Background: an optimization exercise with open tools, aiming at small area. Do not read the settings as production practice. In this exercise RTL edits were held to simulation tests only and were not proved equivalent to the original. Power figures rest on the tool's default switching activity, not on a simulated workload.

File: design.v
module br_predict_btb #(
  parameter int IDX_W  = 5,
  parameter int TAG_W  = 8,
  parameter int STAT_W = 12
) (
  input  logic              CLK,
  input  logic              nRST,
  input  logic [31:0]       if_pc,
  output logic              pred_taken,
  output logic [31:0]       pred_target,
  output logic              pred_hit,
  input  logic              upd_valid,
  input  logic [31:0]       upd_pc,
  input  logic              upd_taken,
  input  logic [31:0]       upd_target,
  input  logic              upd_mispredict,
  input  logic              clear,
  output logic [STAT_W-1:0] stat_branches,
  output logic [STAT_W-1:0] stat_mispred
);
  localparam int ENTRIES = 2 ** IDX_W;
  localparam int LO_W    = 12;              
  localparam int HI_W    = 32 - LO_W;       
  typedef logic [IDX_W-1:0] idx_t;
  typedef logic [TAG_W-1:0] tag_t;
  logic [ENTRIES-1:0] valid_q;
  tag_t               tag_q    [ENTRIES];
  logic [31:0]        target_q [ENTRIES];
  logic [1:0]         ctr_q    [ENTRIES];
  logic [STAT_W-1:0]  stat_br_q;
  logic [STAT_W-1:0]  stat_mis_q;
  idx_t if_idx, upd_idx;
  tag_t if_tag, upd_tag;
  logic unused_pc;
  assign if_idx  = if_pc[IDX_W+1:2];
  assign if_tag  = if_pc[IDX_W+TAG_W+1:IDX_W+2];
  assign upd_idx = upd_pc[IDX_W+1:2];
  assign upd_tag = upd_pc[IDX_W+TAG_W+1:IDX_W+2];
  assign unused_pc = ^{if_pc, upd_pc};
  logic [ENTRIES-1:0] if_nsel_a, if_nsel_b, if_nsel_c, upd_nsel, upd_sel;
  logic [3:0] if_lo, upd_lo;
  logic [7:0] if_hi, upd_hi;
  br_predict_btb_predec u_pre_if  (.idx(if_idx),  .lo(if_lo),  .hi(if_hi));
  br_predict_btb_predec u_pre_upd (.idx(upd_idx), .lo(upd_lo), .hi(upd_hi));
  br_predict_btb_dec u_dec_if_a (.lo(if_lo),  .hi(if_hi),  .nsel(if_nsel_a));
  br_predict_btb_dec u_dec_if_b (.lo(if_lo),  .hi(if_hi),  .nsel(if_nsel_b));
  br_predict_btb_dec u_dec_if_c (.lo(if_lo),  .hi(if_hi),  .nsel(if_nsel_c));
  br_predict_btb_dec u_dec_upd  (.lo(upd_lo), .hi(upd_hi), .nsel(upd_nsel));
  assign upd_sel = ~upd_nsel;
  logic        rd_valid;
  tag_t        rd_tag;
  logic        rd_ctr1;
  logic [31:0] rd_target;
  always_comb begin
    rd_valid  = 1'b1;
    rd_tag    = '1;
    rd_ctr1   = 1'b1;
    rd_target = '1;
    for (int k = 0; k < ENTRIES; k++) begin
      rd_valid        = rd_valid        & (if_nsel_a[k] | valid_q[k]);
      rd_tag          = rd_tag          & ({TAG_W{if_nsel_a[k]}} | tag_q[k]);
      rd_ctr1         = rd_ctr1         & (if_nsel_a[k] | ctr_q[k][1]);
      rd_target[15:0] = rd_target[15:0] & ({16{if_nsel_b[k]}} | target_q[k][15:0]);
      rd_target[31:16]= rd_target[31:16]& ({16{if_nsel_c[k]}} | target_q[k][31:16]);
    end
  end
  assign pred_hit    = rd_valid & (rd_tag == if_tag);
  assign pred_taken  = pred_hit & rd_ctr1;
  assign pred_target = {32{pred_hit}} & rd_target;
  logic       ur_valid;
  tag_t       ur_tag;
  logic [1:0] ur_ctr;
  always_comb begin
    ur_valid = 1'b1;
    ur_tag   = '1;
    ur_ctr   = '1;
    for (int k = 0; k < ENTRIES; k++) begin
      ur_valid = ur_valid & (upd_nsel[k] | valid_q[k]);
      ur_tag   = ur_tag   & ({TAG_W{upd_nsel[k]}} | tag_q[k]);
      ur_ctr   = ur_ctr   & ({2{upd_nsel[k]}} | ctr_q[k]);
    end
  end
  logic       upd_hit;
  logic       alloc;      
  logic [1:0] ctr_new;
  assign upd_hit = ur_valid & (ur_tag == upd_tag);
  assign alloc   = upd_valid & upd_taken;
  always_comb begin
    if (!upd_valid || (!upd_hit && !upd_taken)) ctr_new = ur_ctr;
    else if (!upd_hit)  ctr_new = 2'b10;
    else if (upd_taken) ctr_new = (ur_ctr == 2'b11) ? 2'b11 : ur_ctr + 2'd1;
    else                ctr_new = (ur_ctr == 2'b00) ? 2'b00 : ur_ctr - 2'd1;
  end
  assign stat_branches = stat_br_q;
  assign stat_mispred  = stat_mis_q;
  always_ff @(posedge CLK) begin
    if (!nRST) begin
      valid_q    <= '0;
      stat_br_q  <= '0;
      stat_mis_q <= '0;
    end else begin
      if (clear) valid_q <= '0;
      else       valid_q <= valid_q | ({ENTRIES{alloc}} & upd_sel);
      stat_br_q  <= stat_br_q + STAT_W'(upd_valid);
      stat_mis_q <= stat_mis_q + STAT_W'(upd_valid & upd_mispredict);
    end
  end
  for (genvar k = 0; k < ENTRIES; k++) begin : g_ent
    logic lo_hold, lo_wr, hi_hold, hi_wr, ctr_hold, ctr_wr;
    br_predict_btb_cwen u_cwen (.sel(upd_sel[k]), .hold(ctr_hold), .wr(ctr_wr));
    br_predict_btb_wen u_wen_lo (.alloc(alloc), .sel(upd_sel[k]), .hold(lo_hold), .wr(lo_wr));
    br_predict_btb_wen u_wen_hi (.alloc(alloc), .sel(upd_sel[k]), .hold(hi_hold), .wr(hi_wr));
    br_predict_btb_entry #(.TAG_W(TAG_W), .LO_W(LO_W)) u_ent (
      .CLK      (CLK),
      .lo_hold  (lo_hold),
      .lo_wr    (lo_wr),
      .hi_hold  (hi_hold),
      .hi_wr    (hi_wr),
      .ctr_hold (ctr_hold),
      .ctr_wr   (ctr_wr),
      .d_tag    (upd_tag),
      .d_target (upd_target),
      .d_ctr    (ctr_new),
      .tag_q    (tag_q[k]),
      .target_q (target_q[k]),
      .ctr_q    (ctr_q[k])
    );
  end
endmodule
module br_predict_btb_predec (
  input  logic [4:0] idx,
  output logic [3:0] lo,
  output logic [7:0] hi
);
  always_comb begin
    for (int j = 0; j < 4; j++) lo[j] = (idx[1:0] == 2'(j));
    for (int j = 0; j < 8; j++) hi[j] = (idx[4:2] == 3'(j));
  end
endmodule
module br_predict_btb_dec (
  input  logic [3:0]  lo,
  input  logic [7:0]  hi,
  output logic [31:0] nsel
);
  always_comb begin
    for (int k = 0; k < 32; k++) nsel[k] = ~(lo[k % 4] & hi[k / 4]);
  end
endmodule
module br_predict_btb_wen (
  input  logic alloc,
  input  logic sel,
  output logic hold,
  output logic wr
);
  assign wr   = alloc & sel;
  assign hold = ~wr;
endmodule
module br_predict_btb_cwen (
  input  logic sel,
  output logic hold,
  output logic wr
);
  assign wr   = sel;
  assign hold = ~sel;
endmodule
module br_predict_btb_entry #(
  parameter int TAG_W = 8,
  parameter int LO_W  = 12
) (
  input  logic             CLK,
  input  logic             lo_hold,
  input  logic             lo_wr,
  input  logic             hi_hold,
  input  logic             hi_wr,
  input  logic             ctr_hold,
  input  logic             ctr_wr,
  input  logic [TAG_W-1:0] d_tag,
  input  logic [31:0]      d_target,
  input  logic [1:0]       d_ctr,
  output logic [TAG_W-1:0] tag_q,
  output logic [31:0]      target_q,
  output logic [1:0]       ctr_q
);
  always_ff @(posedge CLK) begin
    tag_q               <= ({TAG_W{lo_hold}} & tag_q) | ({TAG_W{lo_wr}} & d_tag);
    target_q[LO_W-1:0]  <= ({LO_W{lo_hold}} & target_q[LO_W-1:0]) |
                           ({LO_W{lo_wr}}   & d_target[LO_W-1:0]);
    target_q[31:LO_W]   <= ({(32-LO_W){hi_hold}} & target_q[31:LO_W]) |
                           ({(32-LO_W){hi_wr}}   & d_target[31:LO_W]);
    ctr_q               <= ({2{ctr_hold}} & ctr_q) | ({2{ctr_wr}} & d_ctr);
  end
endmodule
File: flow/run.sh
#!/bin/bash
# Standard ORFS layout, with clock tree synthesis told not to add dummy loads and to
# use larger sink clusters, and ports buffered with the smallest buffer.
export CTS_ARGS="-sink_clustering_enable -repair_clock_nets -dont_use_dummy_load -buf_list sky130_fd_sc_hd__clkbuf_16 -sink_clustering_size 27 -sink_clustering_max_diameter 100"
export BUFFER_PORTS_ARGS="-buffer_cell sky130_fd_sc_hd__buf_1"
bash standard.sh > standard.log 2>&1
File: standard.sh
#!/bin/bash
# synth_recipe.tcl (not shown) runs the flow's synth.tcl, then flattens the netlist and writes it again
# the make line also repeats each setting of config.mk as NAME=value (left out here)
make -C /OpenROAD-flow-scripts/flow DESIGN_CONFIG=/design/flow/config.mk WORK_HOME=/design/flow/orfs CLKGATE_MAP_FILE= SYNTH_SCRIPT=/design/flow/synth_recipe.tcl "${@:-finish}"
File: config.mk
export PLATFORM = sky130hd
export DESIGN_NAME = br_predict_btb
export DESIGN_NICKNAME = br_predict_btb
export VERILOG_FILES = /design/flow/design.v
export SDC_FILE = /design/flow/constraint.sdc
export NUM_CORES = 4
export LEC_CHECK = 0
export CAP_MARGIN = 20
export CORE_MARGIN = 2
export CORE_UTILIZATION = 50
export SETUP_SLACK_MARGIN = 0.4
export SLEW_MARGIN = 8
export SYNTH_HIERARCHICAL = 1
export SYNTH_MINIMUM_KEEP_SIZE = 0
File: constraint.sdc
create_clock -name core_clock -period 8.0 [get_ports {CLK}]
set_input_delay 1.6000 -clock core_clock [delete_from_list [all_inputs] [get_ports {CLK}]]
set_output_delay 1.6000 -clock core_clock [all_outputs]
set_load 0.01 [all_outputs]
==> results of run 1 <==
power groups by stage:
stage	Clock [W]	Sequential, W	Combinational [W]
after floorplan	0	0.00851	0.00125
after global placement	0	0.00872	0.00165
after detailed placement	0	0.00872	0.00168
after CTS	0.00357	0.00858	0.00168
after global routing	0.00379	0.00870	0.00183
final	0.00357	0.00863	0.00173
flip-flops by register name (all words and copies together), names as in the netlist:
signal / count
stat_br_q: 12
g_ent.u_ent.ctr_q: 64
valid_q: 32
g_ent.u_ent.target_q: 1024
stat_mis_q: 12
g_ent.u_ent.tag_q: 256
through the flow:
| stage | cells | area [um2] |
|---|---|---|
| global placement | 6276 | 53700 |
| CTS | 6335 | 55100 |
| finish | 6343 | 55200 |
| detailed placement | 6276 | 53700 |
| global route | 6338 | 55200 |
| floorplan | 5101 | 53100 |
cells in the mapped netlist (2+ instances only):
| library cell | count | area (um2) |
|---|---|---|
| nand4_1 | 86 | 538 |
| nor3_1 | 42 | 210 |
| nor2b_1 | 5 | 31.3 |
| inv_1 | 66 | 248 |
| buf_4 | 32 | 240 |
| buf_6 | 128 | 1440 |
| and3_2 | 2 | 15.0 |
| a21boi_0 | 3 | 22.5 |
| nor4_1 | 65 | 407 |
| o22a_1 | 7 | 61.3 |
| and3_1 | 5 | 31.3 |
| or3_1 | 3 | 18.8 |
| ha_1 | 4 | 50.1 |
| o221ai_1 | 8 | 70.1 |
| nand2_1 | 199 | 747 |
| buf_2 | 144 | 721 |
| o21ai_0 | 3 | 15.0 |
| nor2_1 | 321 | 1200 |
| or4_1 | 3 | 22.5 |
| xor2_1 | 4 | 35.0 |
| o22ai_1 | 834 | 5220 |
| dfxtp_1 | 1400 | 28000 |
| nor3b_1 | 7 | 52.6 |
| a22o_1 | 1344 | 11800 |
| xnor2_1 | 27 | 236 |
| a21oi_1 | 33 | 165 |
| and2_1 | 88 | 551 |
| and3b_2 | 6 | 60.1 |
| nand3_1 | 19 | 95.1 |
| clkbuf_1 | 205 | 769 |
critical path, delay by kind of cell:
kind,cells,cell delay (ns)
xor+xnor,1,0.09
simple gates,7,3.20
buf+inv,3,0.68
compound gates,1,0.35
routing by layer:
metal,global-route usage (%),vias to the layer above,wire [um]
met4,31.2,18,22000
met2,66.4,4261,106000
met3,15.4,1297,36200
met1,58.5,23800,95700
met5,0.696,-,217
li1,-,19400,-
how the worst min path moves through the flow:
| stage | endpoint | slack, ns | depth (start not counted) |
|---|---|---|---|
| 2_1_floorplan | g_ent[0].u_ent.target_q[30] | 0.45 | 1 |
| 3_3_place_gp | g_ent[8].u_ent.target_q[10] | 0.46 | 1 |
| 3_5_place_dp | g_ent[1].u_ent.target_q[30] | 0.46 | 1 |
| 4_1_cts | g_ent[26].u_ent.target_q[30] | 0.49 | 1 |
| 5_1_grt | g_ent[18].u_ent.target_q[4] | 0.50 | 1 |
| 6_report | g_ent[18].u_ent.target_q[10] | 0.49 | 1 |
modules after synthesis (local to each module, per instance), excerpt:
module	cells	copies in the design	flops+latches
br_predict_btb	1797	1	56
br_predict_btb_cwen	2	32	0
br_predict_btb_dec	36	4	0
br_predict_btb_predec	12	2	0
br_predict_btb_wen	2	64	0
final cells by class:
class / instances / area (um2) / area share, %
repair buffers: 296 / 1840 / 3.32
clock buffers: 59 / 1480 / 2.67
inverters: 66 / 248 / 0.448
well taps: 1391 / 1740 / 3.15
diodes: 5 / 12.5 / 0.0227
multi-input cells: 3126 / 21900 / 39.6
flip-flops and latches: 1400 / 28000 / 50.7
cells by family after synthesis:
| group | count (synthesis) | synth area share (%) |
|---|---|---|
| AOI/OAI and AO/OA | 2235 | 32.6 |
| DFF | 1400 | 52.7 |
| and+or+nand+nor | 855 | 7.56 |
| buffers and inverters | 575 | 6.43 |
| xor gates and xnor gates | 31 | 0.511 |
| adders and majority gates | 5 | 0.113 |
timing repair:
item,CTS,global route
endpoints found under the setup margin,0,22
hold buffers,0,0
gates resized for setup,0,3
==> flow_metrics.py, run 1 <==
metrics = {
    "setup_path": {
        "required_ns": 6.40,
        "setup.worst_path.start": "if_pc[6]",
        "path_max_fanout": 15,
        "rr_endpoint": "g_ent[1].u_ent.ctr_q[1]",
        "worstRegToRegCells": 10,
        "cpPeakStageDelay_ns": 0.89,
        "crit_type": "primary input to output port",
        "critPathCapture": "pred_taken",
        "rrSetupSlack_ns": 3.90,
        "crit-reg2reg-launch": "g_ent[11].u_ent.tag_q[6]",
        "slowest_stage": "nor3_2",
        "path_cells": "buf_1, nor3_2, nand2_2, o22ai_1, nor4_1, nand4_1, xnor2_1, nor4_1, nand3_2, buf_4, nor3_1, buf_1",
        "cp-start-kind": "primary input",
        "cp-end-kind": "output port",
        "cp.arrival_ns": 5.95,
    },
    "placed_design": {
        "io_buffers": 121,
        "post-place-ws_ns": 0.559,
        "gp_congestion": 1.01,
        "hpwl_mm": 147,
    },
    "synth": {
        "synth_seq_cells": 1400,
        "syn-cell-area_um2": 53100,
        "synth_warnings": 13,
        "synthArstFlopShare_pct": 0,
        "synth_cell_type_count": 38,
        "syn_nets": 5207,
        "ys_seq_area_share_pct": 52.7,
        "synth_enable_flop_cells": 0,
        "dominantRegCellSynth": "dfxtp_1",
        "post_synth_inst_count": 5101,
        "syn_area_per_cell_um2": 10.4,
    },
    "run_status": {
        "outcome": "finished clean",
    },
    "timing": {
        "drv_slew": 0,
        "setup_ws_ns": 0.449,
        "rsz0062_at_grt": "no",
        "finalCriticalPeriod_ns": 7.55,
        "tightest_slew_ns": 1.28,
        "setup_viol": 0,
        "final-hold-violation-count": 0,
        "skew_ns": 0.0575,
        "fin_tns_setup_ns": 0,
        "fmax_mhz": 132,
        "slew_headroom_pct": 14.7,
        "hold_slack_ns": 0.493,
        "fin_crit_sh_pct": 94.4,
    },
    "drt": {
        "num_vias": 48800,
        "ant_nets": 0,
        "avgRoutedWirePerCell_um": 41.1,
        "drc": 0,
        "totalWireLength_mm": 260,
        "via_per_inst": 7.70,
        "drt_iter0_markers": 9057,
        "first_pass_iters": 19,
    },
    "floorplanning": {
        "die_x_um": 330,
        "rows": 119,
        "core_um2": 105000,
        "io_pins": 160,
        "die-area_um2": 109000,
        "start_util_pct": 50.4,
        "die_h_um": 330,
    },
    "power_and_ir_drop": {
        "combPwrFrac_pct": 12.4,
        "ir_worst_vdd_uv": 171,
        "powerDensity_nw_per_um2": 252,
        "power_w": 0.0139,
        "pwr-share-clk_pct": 25.6,
        "sequentialPowerShare_pct": 61.9,
        "switching_power_w": 0.00368,
        "swShare_pct": 26.4,
        "leakagePower_nw": 21.4,
        "internal_power_w": 0.0103,
    },
    "flow_run": {
        "cap_violations": 0,
    },
    "global_routing": {
        "track_usage_pct": 46.1,
        "antenna_found_initial": 16,
        "grt_pass1_vias": 44600,
        "grt_pass1_wl_mm": 354,
        "grt_max_degree": 77,
        "grt_overflow": 0,
    },
    "finish": {
        "final_util_pct": 52.4,
        "area.growth.synth_to_final_pct": 3.93,
        "fill_cells": 9588,
        "final_common_cell": "dfxtp_1",
        "layout_common_cells": "1,400 x dfxtp_1, 1,344 x a22o_1, 834 x o22ai_1, 320 x nor2_1, 172 x buf_4",
        "nets": 5055,
        "layout-drive-gt1-share_pct": 7.07,
    },
    "clocking": {
        "cts_setup_buffers": 0,
        "path_clk_slew_ns": 0.10,
        "cts_tree": "built",
        "cts_buffers": 59,
        "ctsRootBufferMaster": "clkbuf_16",
        "htree_levels": 2,
        "clk_latency_ns": 0.73,
        "cts.sinks": 1400,
        "clock_path_buffers": 3,
    },
    "min_path": {
        "hold_class": "flop to flop",
        "hold_path_startpoint": "g_ent[18].u_ent.target_q[10]",
    },
}
==> inputs of run 2 (changes only) <==
--- a/design.v
+++ b/design.v
@@ -38,5 +38,5 @@
   assign upd_tag = upd_pc[IDX_W+TAG_W+1:IDX_W+2];
   assign unused_pc = ^{if_pc, upd_pc};
-  logic [ENTRIES-1:0] if_nsel_a, if_nsel_b, if_nsel_c, upd_nsel, upd_sel;
+  logic [ENTRIES-1:0] if_nsel_a, if_nsel_d, if_nsel_b, if_nsel_c, upd_nsel, upd_sel;
   logic [3:0] if_lo, upd_lo;
   logic [7:0] if_hi, upd_hi;
@@ -44,4 +44,5 @@
   br_predict_btb_predec u_pre_upd (.idx(upd_idx), .lo(upd_lo), .hi(upd_hi));
   br_predict_btb_dec u_dec_if_a (.lo(if_lo),  .hi(if_hi),  .nsel(if_nsel_a));
+  br_predict_btb_dec u_dec_if_d (.lo(if_lo),  .hi(if_hi),  .nsel(if_nsel_d));
   br_predict_btb_dec u_dec_if_b (.lo(if_lo),  .hi(if_hi),  .nsel(if_nsel_b));
   br_predict_btb_dec u_dec_if_c (.lo(if_lo),  .hi(if_hi),  .nsel(if_nsel_c));
@@ -59,6 +60,7 @@
     for (int k = 0; k < ENTRIES; k++) begin
       rd_valid        = rd_valid        & (if_nsel_a[k] | valid_q[k]);
-      rd_tag          = rd_tag          & ({TAG_W{if_nsel_a[k]}} | tag_q[k]);
-      rd_ctr1         = rd_ctr1         & (if_nsel_a[k] | ctr_q[k][1]);
+      rd_tag[3:0]     = rd_tag[3:0]     & ({4{if_nsel_a[k]}} | tag_q[k][3:0]);
+      rd_tag[7:4]     = rd_tag[7:4]     & ({4{if_nsel_d[k]}} | tag_q[k][7:4]);
+      rd_ctr1         = rd_ctr1         & (if_nsel_d[k] | ctr_q[k][1]);
       rd_target[15:0] = rd_target[15:0] & ({16{if_nsel_b[k]}} | target_q[k][15:0]);
       rd_target[31:16]= rd_target[31:16]& ({16{if_nsel_c[k]}} | target_q[k][31:16]);
==> run 2 against run 1 <==
  * Highest routed layer unchanged
  * Worst setup slack gained 0.10 ns
  * Core utilization up 0.19 points
  * Clock skew down 0.0018 ns
  * Synthesized cell count grew 0.16%
  * Register-to-register slack got worse by 0.42 ns
  * Critical endpoint is now pred_target[0]
  * Routed wire length up 1.4%
  * Critical path type unchanged
  * Worst hold slack about the same
==> flow_metrics.py, run 2 <==
metrics = {
    "run_status": {
        "outcome": "finished clean",
    },
    "synth": {
        "synth_cell_type_count": 35,
        "post_synth_inst_count": 5109,
        "synthMostInstantiatedCell": "dfxtp_1",
        "ys_seq_area_share_pct": 52.7,
        "syn_nets": 5215,
        "synth_enable_flop_cells": 0,
        "synth_top_area_share_pct": 52.7,
        "syn_area_per_cell_um2": 10.4,
        "synthTopCellsByArea": "dfxtp_1 53%, a22o_1 22%, o22ai_1 9.9%",
        "synth_top_cell_by_area": "dfxtp_1",
        "synth_warnings": 13,
        "synthArstFlopShare_pct": 0,
        "synth_seq_cells": 1400,
        "dominantRegCellSynth": "dfxtp_1",
        "syn-cell-area_um2": 53200,
        "synth_common_cells": "1,400 x dfxtp_1, 1,344 x a22o_1, 838 x o22ai_1",
    },
    "global_routing": {
        "grt_max_degree": 80,
        "grt_pass1_wl_mm": 359,
        "grt_pass1_vias": 44700,
        "track_usage_pct": 46.8,
        "antenna_found_initial": 7,
        "grt_overflow": 0,
    },
    "setup_path": {
        "path_cells": "buf_1, nor3b_2, nand2_1, o221ai_1, nor3_1, nand4_1, xnor2_1, nor4_1, buf_4, nand3_2, buf_12, nor3_1, buf_1",
        "cp-end-kind": "output port",
        "cp.arrival_ns": 5.85,
        "path_max_fanout": 33,
        "cpPeakStageDelay_ns": 0.90,
        "required_ns": 6.40,
        "worstRegToRegCells": 9,
        "cp-start-kind": "primary input",
        "crit_type": "primary input to output port",
        "slowest_stage": "nor3b_2",
    },
    "clocking": {
        "path_clk_slew_ns": 0.10,
        "cts_tree": "built",
        "cts_resized": 0,
        "htree_levels": 2,
        "clk_latency_ns": 0.77,
        "clock_path_buffers": 3,
        "cts_buffers": 59,
        "ctsHoldBuffers": 0,
        "cts.sinks": 1400,
        "cts_setup_buffers": 0,
        "ctsRootBufferMaster": "clkbuf_16",
    },
    "finish": {
        "area.growth.synth_to_final_pct": 4.28,
        "fill_cells": 9668,
        "largest_reg_flops": 1024,
        "layout_common_cells": "1,400 x dfxtp_1, 1,344 x a22o_1, 838 x o22ai_1, 322 x nor2_1, 194 x nand2_1",
        "layout-drive-gt1-share_pct": 7.31,
        "fin_cells": 6392,
        "nets": 5103,
        "largest_register": "g_ent.u_ent.target_q",
        "final_common_cell": "dfxtp_1",
        "top_regs": "g_ent.u_ent.target_q x1024, g_ent.u_ent.tag_q x256, g_ent.u_ent.ctr_q x64",
    },
    "timing": {
        "fmax_mhz": 134,
        "skew_ns": 0.0558,
        "tightest_slew_ns": 1.26,
        "setup_viol": 0,
        "finalCriticalPeriod_ns": 7.45,
        "slew_headroom_pct": 15.8,
        "final-hold-violation-count": 0,
        "fin_crit_sh_pct": 93.1,
        "hold_slack_ns": 0.493,
        "rsz0062_at_grt": "no",
        "fin_tns_setup_ns": 0,
        "drv_slew": 0,
    },
    "power_and_ir_drop": {
        "ir_worst_vdd_uv": 198,
        "leakagePower_nw": 21.5,
        "internal_power_w": 0.0103,
        "sequentialPowerShare_pct": 61.9,
        "combPwrFrac_pct": 12.5,
        "switching_power_w": 0.00374,
        "powerDensity_nw_per_um2": 252,
        "swShare_pct": 26.7,
        "pwr-share-clk_pct": 25.7,
    },
    "drt": {
        "totalWireLength_mm": 264,
        "drc": 0,
        "num_vias": 48900,
        "first_pass_iters": 19,
        "via_per_inst": 7.65,
        "ant_nets": 0,
        "avgRoutedWirePerCell_um": 41.3,
        "drt_iter0_markers": 8062,
    },
    "floorplanning": {
        "die_x_um": 330,
        "die_h_um": 330,
        "rows": 119,
        "start_util_pct": 50.4,
        "die-area_um2": 109000,
        "io_pins": 160,
        "core_um2": 105000,
    },
    "placed_design": {
        "io_buffers": 121,
        "dpl.cell_count": 6326,
        "hpwl_mm": 155,
        "gp_congestion": 1.04,
    },
    "min_path": {
        "worstHoldPathCells": 1,
        "hold_class": "flop to flop",
    },
    "flow_run": {
        "cap_violations": 0,
    },
}
-- run 2: changes by cell type after synthesis, sizes merged, moves of 3 or more --
cell,previous run,this run
and3,7,10
buf,304,314
clkbuf,205,168
nand2,199,228
nand3,19,23
o22ai,834,838
-- run 2: critical path, delay by kind of cell --
kind / cells / cell delay (ns)
and+or+nand+nor: 7 / 2.79
buffers and inverters: 4 / 0.90
AOI/OAI and AO/OA: 1 / 0.36
xor gates and xnor gates: 1 / 0.12
-- run 2: logic make-up (layout without fill, tap and decap cells) --
logic type / after synthesis / in the layout / synth area share [%]
xor+xnor: 32 / 32 / 0.527
other cells: 0 / 6 / 0
flops: 1400 / 1400 / 52.7
simple gates: 892 / 892 / 7.82
compound gates: 2232 / 2232 / 32.6
fa+ha+maj: 5 / 5 / 0.115
buf+inv: 548 / 434 / 6.26
-- run 2: path summary, 6_finish.rpt --
| path | slack [ns] | start | end |
|---|---|---|---|
| worst min-delay path | 0.49 | g_ent[31].u_ent.target_q[10] | g_ent[31].u_ent.target_q[10] |
| worst max register to register | 3.48 | g_ent[3].u_ent.tag_q[4] | g_ent[28].u_ent.ctr_q[0] |
| worst min register to register | 0.49 | g_ent[31].u_ent.target_q[10] | g_ent[31].u_ent.target_q[10] |
| worst max-delay path | 0.55 | if_pc[6] | pred_target[0] |
-- run 2: area by class of cell --
cell class | count | area (um2) | share of cell area [%]
repair buffers | 309 | 1940 | 3.51
flip-flops and latches | 1400 | 28000 | 50.6
diodes | 6 | 15.0 | 0.0271
inverters | 66 | 248 | 0.447
well taps | 1391 | 1740 | 3.14
clock buffers | 59 | 1480 | 2.66
multi-input cells | 3161 | 22000 | 39.7
-- run 2: through the flow --
stage | setup WS, ns | instance area, um2 | power (W) | util, %
3_5_place_dp | 0.949 | 53900 | 0.0104 | 51.2
2_1_floorplan | 2.14 | 53200 | 0.00977 | -
6_report | 0.549 | 55400 | 0.0140 | 52.6
5_1_grt | 0.631 | 55400 | 0.0144 | 52.6
4_1_cts | 0.932 | 55400 | 0.0139 | 52.6
3_3_place_gp | 0.897 | 53900 | 0.0104 | 51.1
-- run 2: metal layers --
metal | part of all wire [%] | global-route usage, %
met1 | 38 | 60.0
met4 | 8.2 | 31.3
met3 | 12 | 12.9
met2 | 42 | 68.7
met5 | 0.029 | 0.609
-- run 2: power groups by stage --
stage / combinational (W) / clock, W / sequential [W]
after floorplan: 0.00126 / 0 / 0.00851
after global placement: 0.00166 / 0 / 0.00875
after detailed placement: 0.00170 / 0 / 0.00875
after CTS: 0.00170 / 0.00357 / 0.00860
after global routing: 0.00185 / 0.00379 / 0.00872
final: 0.00174 / 0.00359 / 0.00866
-- run 2: modules after synthesis (local to each module, per instance), a selection --
| module | cells inside | times used |
|---|---|---|
| br_predict_btb | 1769 | 1 |
| br_predict_btb_wen | 2 | 64 |
| br_predict_btb_cwen | 2 | 32 |
| br_predict_btb_dec | 36 | 5 |
| br_predict_btb_predec | 12 | 2 |
==> inputs of run 3 (changes only) <==
--- a/design.v
+++ b/design.v
@@ -38,5 +38,5 @@
   assign upd_tag = upd_pc[IDX_W+TAG_W+1:IDX_W+2];
   assign unused_pc = ^{if_pc, upd_pc};
-  logic [ENTRIES-1:0] if_nsel_a, if_nsel_d, if_nsel_b, if_nsel_c, upd_nsel, upd_sel;
+  logic [ENTRIES-1:0] if_nsel_a, if_nsel_b, if_nsel_c, if_nsel_d, if_nsel_e, upd_nsel, upd_sel;
   logic [3:0] if_lo, upd_lo;
   logic [7:0] if_hi, upd_hi;
@@ -44,7 +44,8 @@
   br_predict_btb_predec u_pre_upd (.idx(upd_idx), .lo(upd_lo), .hi(upd_hi));
   br_predict_btb_dec u_dec_if_a (.lo(if_lo),  .hi(if_hi),  .nsel(if_nsel_a));
-  br_predict_btb_dec u_dec_if_d (.lo(if_lo),  .hi(if_hi),  .nsel(if_nsel_d));
   br_predict_btb_dec u_dec_if_b (.lo(if_lo),  .hi(if_hi),  .nsel(if_nsel_b));
   br_predict_btb_dec u_dec_if_c (.lo(if_lo),  .hi(if_hi),  .nsel(if_nsel_c));
+  br_predict_btb_dec u_dec_if_d (.lo(if_lo),  .hi(if_hi),  .nsel(if_nsel_d));
+  br_predict_btb_dec u_dec_if_e (.lo(if_lo),  .hi(if_hi),  .nsel(if_nsel_e));
   br_predict_btb_dec u_dec_upd  (.lo(upd_lo), .hi(upd_hi), .nsel(upd_nsel));
   assign upd_sel = ~upd_nsel;
@@ -60,9 +61,10 @@
     for (int k = 0; k < ENTRIES; k++) begin
       rd_valid        = rd_valid        & (if_nsel_a[k] | valid_q[k]);
-      rd_tag[3:0]     = rd_tag[3:0]     & ({4{if_nsel_a[k]}} | tag_q[k][3:0]);
-      rd_tag[7:4]     = rd_tag[7:4]     & ({4{if_nsel_d[k]}} | tag_q[k][7:4]);
-      rd_ctr1         = rd_ctr1         & (if_nsel_d[k] | ctr_q[k][1]);
-      rd_target[15:0] = rd_target[15:0] & ({16{if_nsel_b[k]}} | target_q[k][15:0]);
-      rd_target[31:16]= rd_target[31:16]& ({16{if_nsel_c[k]}} | target_q[k][31:16]);
+      rd_tag          = rd_tag          & ({TAG_W{if_nsel_a[k]}} | tag_q[k]);
+      rd_ctr1         = rd_ctr1         & (if_nsel_a[k] | ctr_q[k][1]);
+      rd_target[7:0]  = rd_target[7:0]  & ({8{if_nsel_b[k]}} | target_q[k][7:0]);
+      rd_target[15:8] = rd_target[15:8] & ({8{if_nsel_c[k]}} | target_q[k][15:8]);
+      rd_target[23:16]= rd_target[23:16]& ({8{if_nsel_d[k]}} | target_q[k][23:16]);
+      rd_target[31:24]= rd_target[31:24]& ({8{if_nsel_e[k]}} | target_q[k][31:24]);
     end
   end
==> run 3 against run 2 <==
  * Global-route usage decreased by 0.58 points
  * Critical path depth decreased by 1
  * Sequential power about the same
  * Total power decreased by 0.13%
  * First-iteration DRC count decreased by 0.31%
  * Critical endpoint is now pred_target[21]
==> flow_metrics.py, run 3 <==
metrics = {
    "setup_path": {
        "required_ns": 6.40,
        "cp.arrival_ns": 5.86,
        "cp-start-kind": "primary input",
        "path_max_fanout": 20,
        "crit_type": "primary input to output port",
        "cp-end-kind": "output port",
    },
    "clocking": {
        "cts.sinks": 1400,
        "ctsHoldBuffers": 0,
        "htree_levels": 2,
        "clk_latency_ns": 0.75,
        "cts_setup_buffers": 0,
        "cts_buffers": 58,
        "cts_resized": 0,
        "path_clk_slew_ns": 0.10,
        "ctsRootBufferMaster": "clkbuf_16",
        "clock_path_buffers": 3,
        "cts_tree": "built",
    },
    "synth": {
        "synth_top_area_share_pct": 52.4,
        "syn-cell-area_um2": 53500,
        "synth_seq_cells": 1400,
        "synthTopCellsByArea": "dfxtp_1 52%, a22o_1 22%, o22ai_1 9.7%",
        "syn_area_per_cell_um2": 10.3,
        "syn_nets": 5278,
        "dominantRegCellSynth": "dfxtp_1",
        "synth_top_cell_by_area": "dfxtp_1",
        "synth_cell_type_count": 41,
        "synth_enable_flop_cells": 0,
        "synth_warnings": 13,
        "synthArstFlopShare_pct": 0,
        "ys_seq_area_share_pct": 52.4,
        "synthMostInstantiatedCell": "dfxtp_1",
        "post_synth_inst_count": 5172,
        "synth_common_cells": "1,400 x dfxtp_1, 1,344 x a22o_1, 832 x o22ai_1",
    },
    "floorplanning": {
        "io_pins": 160,
        "die_x_um": 331,
        "rows": 119,
        "core_um2": 106000,
        "die_h_um": 331,
        "die-area_um2": 110000,
        "start_util_pct": 50.6,
    },
    "min_path": {
        "hold_class": "flop to flop",
    },
    "timing": {
        "drv_slew": 0,
        "slew_headroom_pct": 7.04,
        "fmax_mhz": 134,
        "tightest_slew_ns": 1.39,
        "setup_viol": 0,
        "fin_tns_setup_ns": 0,
        "hold_slack_ns": 0.492,
        "fin_crit_sh_pct": 93.2,
        "setup_ws_ns": 0.545,
        "skew_ns": 0.0718,
        "finalCriticalPeriod_ns": 7.46,
        "final-hold-violation-count": 0,
        "rsz0062_at_grt": "no",
    },
    "drt": {
        "via_per_inst": 7.65,
        "num_vias": 48800,
        "avgRoutedWirePerCell_um": 40.9,
        "ant_nets": 0,
        "totalWireLength_mm": 261,
        "drt_iter0_markers": 8037,
        "first_pass_iters": 9,
        "drc": 0,
    },
    "global_routing": {
        "antenna_found_initial": 15,
        "track_usage_pct": 46.2,
        "grt_pass1_vias": 44600,
        "grt_pass1_wl_mm": 357,
        "grt_max_degree": 89,
        "grt_overflow": 0,
    },
    "placed_design": {
        "io_buffers": 121,
        "gp_congestion": 1.01,
        "placed_cell_area_um2": 53700,
        "hpwl_mm": 155,
        "post-place-ws_ns": 0.845,
    },
    "power_and_ir_drop": {
        "leakagePower_nw": 21.3,
        "power_w": 0.0140,
        "powerDensity_nw_per_um2": 253,
        "ir_worst_vdd_uv": 186,
    },
    "finish": {
        "area.growth.synth_to_final_pct": 3.34,
        "top_regs": "g_ent.u_ent.target_q x1024, g_ent.u_ent.tag_q x256, g_ent.u_ent.ctr_q x64",
        "largest_register": "g_ent.u_ent.target_q",
        "layout-drive-gt1-share_pct": 6.06,
        "final_common_cell": "dfxtp_1",
        "nets": 5091,
        "layout_common_cells": "1,400 x dfxtp_1, 1,344 x a22o_1, 832 x o22ai_1, 311 x nor2_1, 233 x nand2_1",
        "stdcell_area_um2": 55300,
        "largest_reg_flops": 1024,
    },
    "run_status": {
        "outcome": "finished clean",
    },
    "flow_run": {
        "cap_violations": 0,
    },
}
-- run 3: power breakdown --
group	total (W)	internal [W]	switching, W	leakage [nW]
Clock	0.00357	0.00130	0.00227	0.715
Combinational	0.00177	0.000987	0.000786	9.07
Sequential	0.00863	0.00795	0.000685	11.5
-- run 3: metal layers --
layer,up-vias,track usage (%),routed length [um]
li1,19600,-,-
met5,-,0.348,164
met4,18,32.2,22100
met2,4082,67.1,108000
met3,1192,13.5,33600
met1,23900,58.9,97300
-- run 3: area by class of cell --
type	instances	area (um2)
tap	1391	1740
antenna	4	10.0
multi-input combinational	3187	22100
inverter	70	263
timing repair buffer	268	1620
clock buffer	58	1450
fill	9669	50500
sequential	1400	28000
-- run 3: worst max-delay path, cell delays in order --
cell	delay (ns)
buf_1	0.30
and3b_2	0.66
nand2_1	0.66
o221ai_1	0.48
nor3_1	0.11
nand4_1	0.10
xnor2_1	0.16
nor4_1	0.73
nand3_2	0.17
buf_4	0.32
nor3_1	0.30
buf_1	0.20
-- run 3: cells by family after synthesis --
logic type | share of synthesized area (%)
buffers and inverters | 6.50
flip-flops | 52.4
adder cells (fa/ha/maj) | 0.112
AND/OR/NAND/NOR | 8.00
XOR/XNOR | 0.491
AO/OA/AOI/OAI | 32.5
-- run 3: path summary, 6_finish.rpt --
check | startpoint | endpoint | slack [ns] | cells past startpoint
max | if_pc[6] | pred_target[21] | 0.54 | 12
min | g_ent[22].u_ent.target_q[10] | g_ent[22].u_ent.target_q[10] | 0.49 | 1
max reg2reg | g_ent[9].u_ent.tag_q[6] | g_ent[30].u_ent.ctr_q[1] | 3.96 | 10
min reg2reg | g_ent[22].u_ent.target_q[10] | g_ent[22].u_ent.target_q[10] | 0.49 | 1
-- run 3: modules after synthesis, one instance, submodules excluded, a selection --
module / cell area [um2] / copies in the design / flops+latches / cells
br_predict_btb: 10700 / 1 / 56 / 1796
br_predict_btb_cwen: 11.3 / 32 / 0 / 2
br_predict_btb_dec: 140 / 6 / 0 / 36
br_predict_btb_predec: 87.6 / 2 / 0 / 12
br_predict_btb_wen: 10.0 / 64 / 0 / 2
-- run 3: through the flow --
| stage | instances | util, % |
|---|---|---|
| detailed placement | 6314 | 50.8 |
| CTS | 6372 | 52.2 |
| global route | 6374 | 52.3 |
| floorplan | 5172 | - |
| finish | 6378 | 52.3 |
| global placement | 6314 | 50.8 |

==> re-timing with driven ports <==
Ports are ideal in the flow. The routed layouts listed here were re-timed in OpenROAD. Step 1 assumes that a clkbuf_16 drives the clock port and a buf_2 every other input. Step 2, shift: input delay + t, output delay - t, t = (earliest + latest rising clock arrival at the registers) / 2. This alone moves slack from input paths to output paths. a / b / c = ideal / step 1 / step 2; a / b = the first two.
| run | t (ns) | slack for setup (ns) | hold WS [ns] | worst register clock-pin slew, ns | worst data-port slew with drivers (ns) |
|---|---|---|---|---|---|
| run 1 | 0.790 | 0.449 / 0.347 / 0.347 | 0.493 / 0.493 / 0.493 | 0.12 / 0.12 | 0.18 |
| run 2 | 0.804 | 0.549 / 0.489 / 0.489 | 0.493 / 0.493 / 0.493 | 0.11 / 0.11 | 0.15 |
| run 3 | 0.793 | 0.545 / 0.379 / 0.379 | 0.492 / 0.492 / 0.492 | 0.11 / 0.11 | 0.18 |
After both steps every run listed still meets setup and hold. The setup slack of run 3, which loses most, moves by -0.166 ns with the drivers and by -0.166 ns with both steps.
